From an optimization exercise on the open Yosys and OpenROAD flow, aimed at small area; shortcuts taken in it are not production practice. Function was checked by simulation only, so behaviour that the tests miss may differ from the original. No driver is modelled on the clock port, so clocking that relies on it looks cheaper here than on a real chip. No activity file was given, so power comes from the tool's default toggle rates.

==> job 7944: inputs <==
==> flow/design.v <==
module decode_writeback #(
    parameter logic [63:0] RSP_RESET = 64'h0000_0000_0000_0200
) (
    input  logic         clock,
    input  logic         reset,
    input  logic [3:0]   icode,
    input  logic [3:0]   rA,
    input  logic [3:0]   rB,
    input  logic         halt_in,
    input  logic         cnd,
    input  logic [63:0]  valE,
    input  logic [63:0]  valM,
    output logic [3:0]   srcA,
    output logic [3:0]   srcB,
    output logic [3:0]   dstE,
    output logic [3:0]   dstM,
    output logic [63:0]  valA,
    output logic [63:0]  valB,
    output logic [1:0]   stat
);
    localparam logic [3:0] RegNone = 4'hF;
    localparam logic [3:0] RegRsp  = 4'h4;
    localparam logic [3:0] IHalt  = 4'h0;
    localparam logic [3:0] ICmov  = 4'h2;
    localparam logic [3:0] IIrmov = 4'h3;
    localparam logic [3:0] IRmmov = 4'h4;
    localparam logic [3:0] IMrmov = 4'h5;
    localparam logic [3:0] IOp    = 4'h6;
    localparam logic [3:0] ICall  = 4'h8;
    localparam logic [3:0] IRet   = 4'h9;
    localparam logic [3:0] IPush  = 4'hA;
    localparam logic [3:0] IPop   = 4'hB;
    logic [1:0]  statReg;
    logic [1:0]  nextStat;
    logic        commit;
    logic [63:0] regs [0:14];
    always_comb begin
        srcA = RegNone;
        srcB = RegNone;
        dstE = RegNone;
        dstM = RegNone;
        case (icode)
            ICmov:  begin srcA = rA; dstE = cnd ? rB : RegNone; end
            IIrmov: begin dstE = rB; end
            IRmmov: begin srcA = rA; srcB = rB; end
            IMrmov: begin srcB = rB; dstM = rA; end
            IOp:    begin srcA = rA; srcB = rB; dstE = rB; end
            ICall:  begin srcB = RegRsp; dstE = RegRsp; end
            IRet:   begin srcA = RegRsp; srcB = RegRsp; dstE = RegRsp; end
            IPush:  begin srcA = rA; srcB = RegRsp; dstE = RegRsp; end
            IPop:   begin srcA = RegRsp; srcB = RegRsp; dstE = RegRsp; dstM = rA; end
            default: ;
        endcase
    end
    logic [14:0] selA, selB;
    always_comb begin
        for (int r = 0; r < 15; r++) begin
            selA[r] = (srcA == 4'(r));
            selB[r] = (srcB == 4'(r));
        end
    end
    for (genvar b = 0; b < 64; b++) begin : gRead
        logic [14:0] col;
        for (genvar r = 0; r < 15; r++) begin : gCol
            assign col[r] = regs[r][b];
        end
        dw_read15 uRdA (.d(col), .s(selA), .y(valA[b]));
        dw_read15 uRdB (.d(col), .s(selB), .y(valB[b]));
    end
    always_comb begin
        nextStat = statReg;
        if (statReg == 2'b00) begin
            if (icode > 4'hB)
                nextStat = 2'b10;
            else if (halt_in || icode == IHalt)
                nextStat = 2'b01;
        end
    end
    assign commit = (statReg == 2'b00) && (nextStat == 2'b00);
    assign stat   = statReg;
    always_ff @(posedge clock) begin
        if (reset)
            statReg <= 2'b00;
        else
            statReg <= nextStat;
    end
    logic [63:0] wData;
    assign wData = (dstM != RegNone) ? valM : valE;
    logic [14:0] wrE, wrM, ld, hold, ldE, ldM;
    always_comb begin
        for (int r = 0; r < 15; r++) begin
            wrE[r]  = commit && (dstE == 4'(r));
            wrM[r]  = commit && (dstM == 4'(r));
            ld[r]   = !reset && (wrE[r] || wrM[r]);
            hold[r] = !reset && !(wrE[r] || wrM[r]);
            ldM[r]  = !reset && wrM[r];
            ldE[r]  = !reset && wrE[r] && !wrM[r];
        end
    end
    logic [63:0] nxt [0:14];
    for (genvar r = 0; r < 15; r++) begin : gReg
        for (genvar b = 0; b < 64; b++) begin : gBit
            if (r == 4 && RSP_RESET[b]) begin : gRspOne
                dw_ao2221 uNx (.a1(regs[r][b]), .a2(hold[r]), .b1(valE[b]), .b2(ldE[r]),
                               .c1(valM[b]), .c2(ldM[r]), .d(reset), .x(nxt[r][b]));
            end else if (r == 4) begin : gRsp
                dw_ao222 uNx (.a1(regs[r][b]), .a2(hold[r]), .b1(valE[b]), .b2(ldE[r]),
                              .c1(valM[b]), .c2(ldM[r]), .x(nxt[r][b]));
            end else begin : gGen
                dw_ao22 uNx (.a1(regs[r][b]), .a2(hold[r]), .b1(wData[b]), .b2(ld[r]),
                             .x(nxt[r][b]));
            end
        end
    end
    always_ff @(posedge clock) begin
        for (int r = 0; r < 15; r++)
            regs[r] <= nxt[r];
    end
endmodule
module dw_ao22 (
    input  logic a1, a2, b1, b2,
    output logic x
);
    assign x = (a1 & a2) | (b1 & b2);
endmodule
module dw_ao222 (
    input  logic a1, a2, b1, b2, c1, c2,
    output logic x
);
    assign x = (a1 & a2) | (b1 & b2) | (c1 & c2);
endmodule
module dw_ao2221 (
    input  logic a1, a2, b1, b2, c1, c2, d,
    output logic x
);
    assign x = (a1 & a2) | (b1 & b2) | (c1 & c2) | d;
endmodule
module dw_aoi222 (
    input  logic a1, a2, b1, b2, c1, c2,
    output logic y
);
    assign y = ~((a1 & a2) | (b1 & b2) | (c1 & c2));
endmodule
module dw_nand5 (
    input  logic a, b, c, d, e,
    output logic y
);
    assign y = ~(a & b & c & d & e);
endmodule
module dw_read15 (
    input  logic [14:0] d,
    input  logic [14:0] s,
    output logic        y
);
    logic [4:0] n;
    for (genvar g = 0; g < 5; g++) begin : gGrp
        dw_aoi222 uG (.a1(d[3*g]), .a2(s[3*g]), .b1(d[3*g+1]), .b2(s[3*g+1]),
                      .c1(d[3*g+2]), .c2(s[3*g+2]), .y(n[g]));
    end
    dw_nand5 uOr (.a(n[0]), .b(n[1]), .c(n[2]), .d(n[3]), .e(n[4]), .y(y));
endmodule
==> flow/run.sh <==
#!/bin/bash
# synth_recipe.tcl (not shown) runs the flow's synth.tcl, then flattens the netlist and writes it again
# the make line also repeats each setting of config.mk as NAME=value (left out here)
make -C /OpenROAD-flow-scripts/flow DESIGN_CONFIG=/design/flow/config.mk WORK_HOME=/design/flow/orfs CLKGATE_MAP_FILE= SYNTH_SCRIPT=/design/flow/synth_recipe.tcl finish
==> flow/config.mk <==
export PLATFORM = sky130hd
export DESIGN_NAME = decode_writeback
export DESIGN_NICKNAME = decode_writeback
export VERILOG_FILES = /design/flow/design.v
export SDC_FILE = /design/flow/constraint.sdc
export NUM_CORES = 4
export LEC_CHECK = 0
export CAP_MARGIN = 20
export CORE_MARGIN = 2
export CORE_UTILIZATION = 30
export SLEW_MARGIN = 20
export SYNTH_HIERARCHICAL = 1
export SYNTH_MINIMUM_KEEP_SIZE = 0
==> flow/constraint.sdc <==
create_clock -name core_clock -period 8.0 [get_ports {clock}]
set_input_delay 1.6000 -clock core_clock [delete_from_list [all_inputs] [get_ports {clock}]]
set_output_delay 1.6000 -clock core_clock [all_outputs]
set_load 0.01 [all_outputs]
==> job 7210: changes against job 7944 <==
==> flow/flow/run.sh (new file) <==
#!/bin/bash
# Standard ORFS layout (the standard.sh, unchanged synthesis) with:
#  - port buffers of the smallest buffer cell,
#  - a clock tree of clkbuf_4 cells without dummy loads,
#  - no timing-driven upsizing at floorplan (before placement, wires unknown),
#  - an area-recovery sizing pass after CTS, followed by slew/cap repair.
set -e
export BUFFER_PORTS_ARGS="-buffer_cell sky130_fd_sc_hd__buf_1"
export CTS_ARGS="-sink_clustering_enable -repair_clock_nets -dont_use_dummy_load -buf_list sky130_fd_sc_hd__clkbuf_4"
export REMOVE_ABC_BUFFERS=1
export POST_CTS_TCL="$PWD/flow/post_cts.tcl"
bash standard.sh > standard.log 2>&1
==> flow/flow/post_cts.tcl (new file) <==
# Downsize cells off the critical paths to recover area, then repair slew/cap.
estimate_parasitics -placement
repair_timing -setup -recover_power 100
repair_design -slew_margin 20 -cap_margin 20
detailed_placement
check_placement -verbose
==> flow/standard.sh (new file) <==
#!/bin/bash
# synth_recipe.tcl (not shown) runs the flow's synth.tcl, then flattens the netlist and writes it again
# the make line also repeats each setting of config.mk as NAME=value (left out here)
make -C /OpenROAD-flow-scripts/flow DESIGN_CONFIG=/design/flow/config.mk WORK_HOME=/design/flow/orfs CLKGATE_MAP_FILE= SYNTH_SCRIPT=/design/flow/synth_recipe.tcl "${@:-finish}"
CORE_UTILIZATION = 45   (was 30)
PLACE_DENSITY = 0.65   (was default)
removed: flow/run.sh
==> job 3261: changes against job 7944 <==
==> flow/design.v (replaced) <==
module decode_writeback #(
    parameter logic [63:0] RSP_RESET = 64'h0000_0000_0000_0200
) (
    input  logic         clock,
    input  logic         reset,
    input  logic [3:0]   icode,
    input  logic [3:0]   rA,
    input  logic [3:0]   rB,
    input  logic         halt_in,
    input  logic         cnd,
    input  logic [63:0]  valE,
    input  logic [63:0]  valM,
    output logic [3:0]   srcA,
    output logic [3:0]   srcB,
    output logic [3:0]   dstE,
    output logic [3:0]   dstM,
    output logic [63:0]  valA,
    output logic [63:0]  valB,
    output logic [1:0]   stat
);
    localparam logic [3:0] RegNone = 4'hF;
    localparam logic [3:0] RegRsp  = 4'h4;
    localparam logic [3:0] IHalt  = 4'h0;
    localparam logic [3:0] ICmov  = 4'h2;
    localparam logic [3:0] IIrmov = 4'h3;
    localparam logic [3:0] IRmmov = 4'h4;
    localparam logic [3:0] IMrmov = 4'h5;
    localparam logic [3:0] IOp    = 4'h6;
    localparam logic [3:0] ICall  = 4'h8;
    localparam logic [3:0] IRet   = 4'h9;
    localparam logic [3:0] IPush  = 4'hA;
    localparam logic [3:0] IPop   = 4'hB;
    typedef enum logic [1:0] {
        StatAok = 2'b00,
        StatHlt = 2'b01,
        StatIns = 2'b10
    } statT;
    statT        statReg;
    statT        nextStat;
    logic        commit;
    logic [63:0] regs [0:14];
    always_comb begin
        srcA = RegNone;
        srcB = RegNone;
        dstE = RegNone;
        dstM = RegNone;
        case (icode)
            ICmov:  begin srcA = rA; dstE = cnd ? rB : RegNone; end
            IIrmov: begin dstE = rB; end
            IRmmov: begin srcA = rA; srcB = rB; end
            IMrmov: begin srcB = rB; dstM = rA; end
            IOp:    begin srcA = rA; srcB = rB; dstE = rB; end
            ICall:  begin srcB = RegRsp; dstE = RegRsp; end
            IRet:   begin srcA = RegRsp; srcB = RegRsp; dstE = RegRsp; end
            IPush:  begin srcA = rA; srcB = RegRsp; dstE = RegRsp; end
            IPop:   begin srcA = RegRsp; srcB = RegRsp; dstE = RegRsp; dstM = rA; end
            default: ;
        endcase
    end
    always_comb begin
        valA = (srcA == RegNone) ? 64'd0 : regs[srcA];
        valB = (srcB == RegNone) ? 64'd0 : regs[srcB];
    end
    always_comb begin
        nextStat = statReg;
        if (statReg == StatAok) begin
            if (icode > 4'hB)
                nextStat = StatIns;
            else if (halt_in || icode == IHalt)
                nextStat = StatHlt;
        end
    end
    assign commit = (statReg == StatAok) && (nextStat == StatAok);
    assign stat   = statReg;
    always_ff @(posedge clock) begin
        if (reset)
            statReg <= StatAok;
        else
            statReg <= nextStat;
    end
    always_ff @(posedge clock) begin
        if (reset) begin
            for (int i = 0; i < 15; i++)
                regs[i] <= (i == 4) ? RSP_RESET : 64'd0;
        end else if (commit) begin
            if (dstE != RegNone)
                regs[dstE] <= valE;
            if (dstM != RegNone)
                regs[dstM] <= valM;
        end
    end
endmodule
SYNTH_HIERARCHICAL = default   (was 1)
SYNTH_MINIMUM_KEEP_SIZE = default   (was 0)
==> notes <==
Flip-flop and latch count: job 3261 is higher than job 7210 (64). First-iteration DRC count: job 7944 < job 7210 < job 3261. Against job 7210, the sequential power of job 3261 is higher by 29%. Against job 3261, the die area of job 7210 is smaller by about 60%.

-- separate check: timing with driven ports --
No port has a modelled driver above. Below, the same layouts with a new extraction and two added sets of constraints.
Step 1, drivers: a clkbuf_16 drives clock and a buf_2 each remaining input, both assumed.
Step 2 also shifts input and output timing later by t, the mid clock arrival at the registers, as if the neighbouring blocks saw the same clock.
Slacks: ideal / step 1 / step 2; pairs: ideal / step 1.
run | shift t [ns] | setup slack, ns | worst setup path at the end | slew at the worst register clock pin (ns)
job 7944 | 0.757 | 0.716 / 0.693 / 0.693 | input to output | 0.06 / 0.06
job 7210 | 1.147 | 1.030 / 1.004 / 1.004 | input to output | 0.08 / 0.08
job 3261 | 0.856 | 0.447 / 0.420 / 0.420 | input to output | 0.07 / 0.07
After both steps setup and hold are still met in every run listed. For job 3261, which loses most, drivers alone change the setup slack by -0.027 ns; drivers and shift together by -0.027 ns.
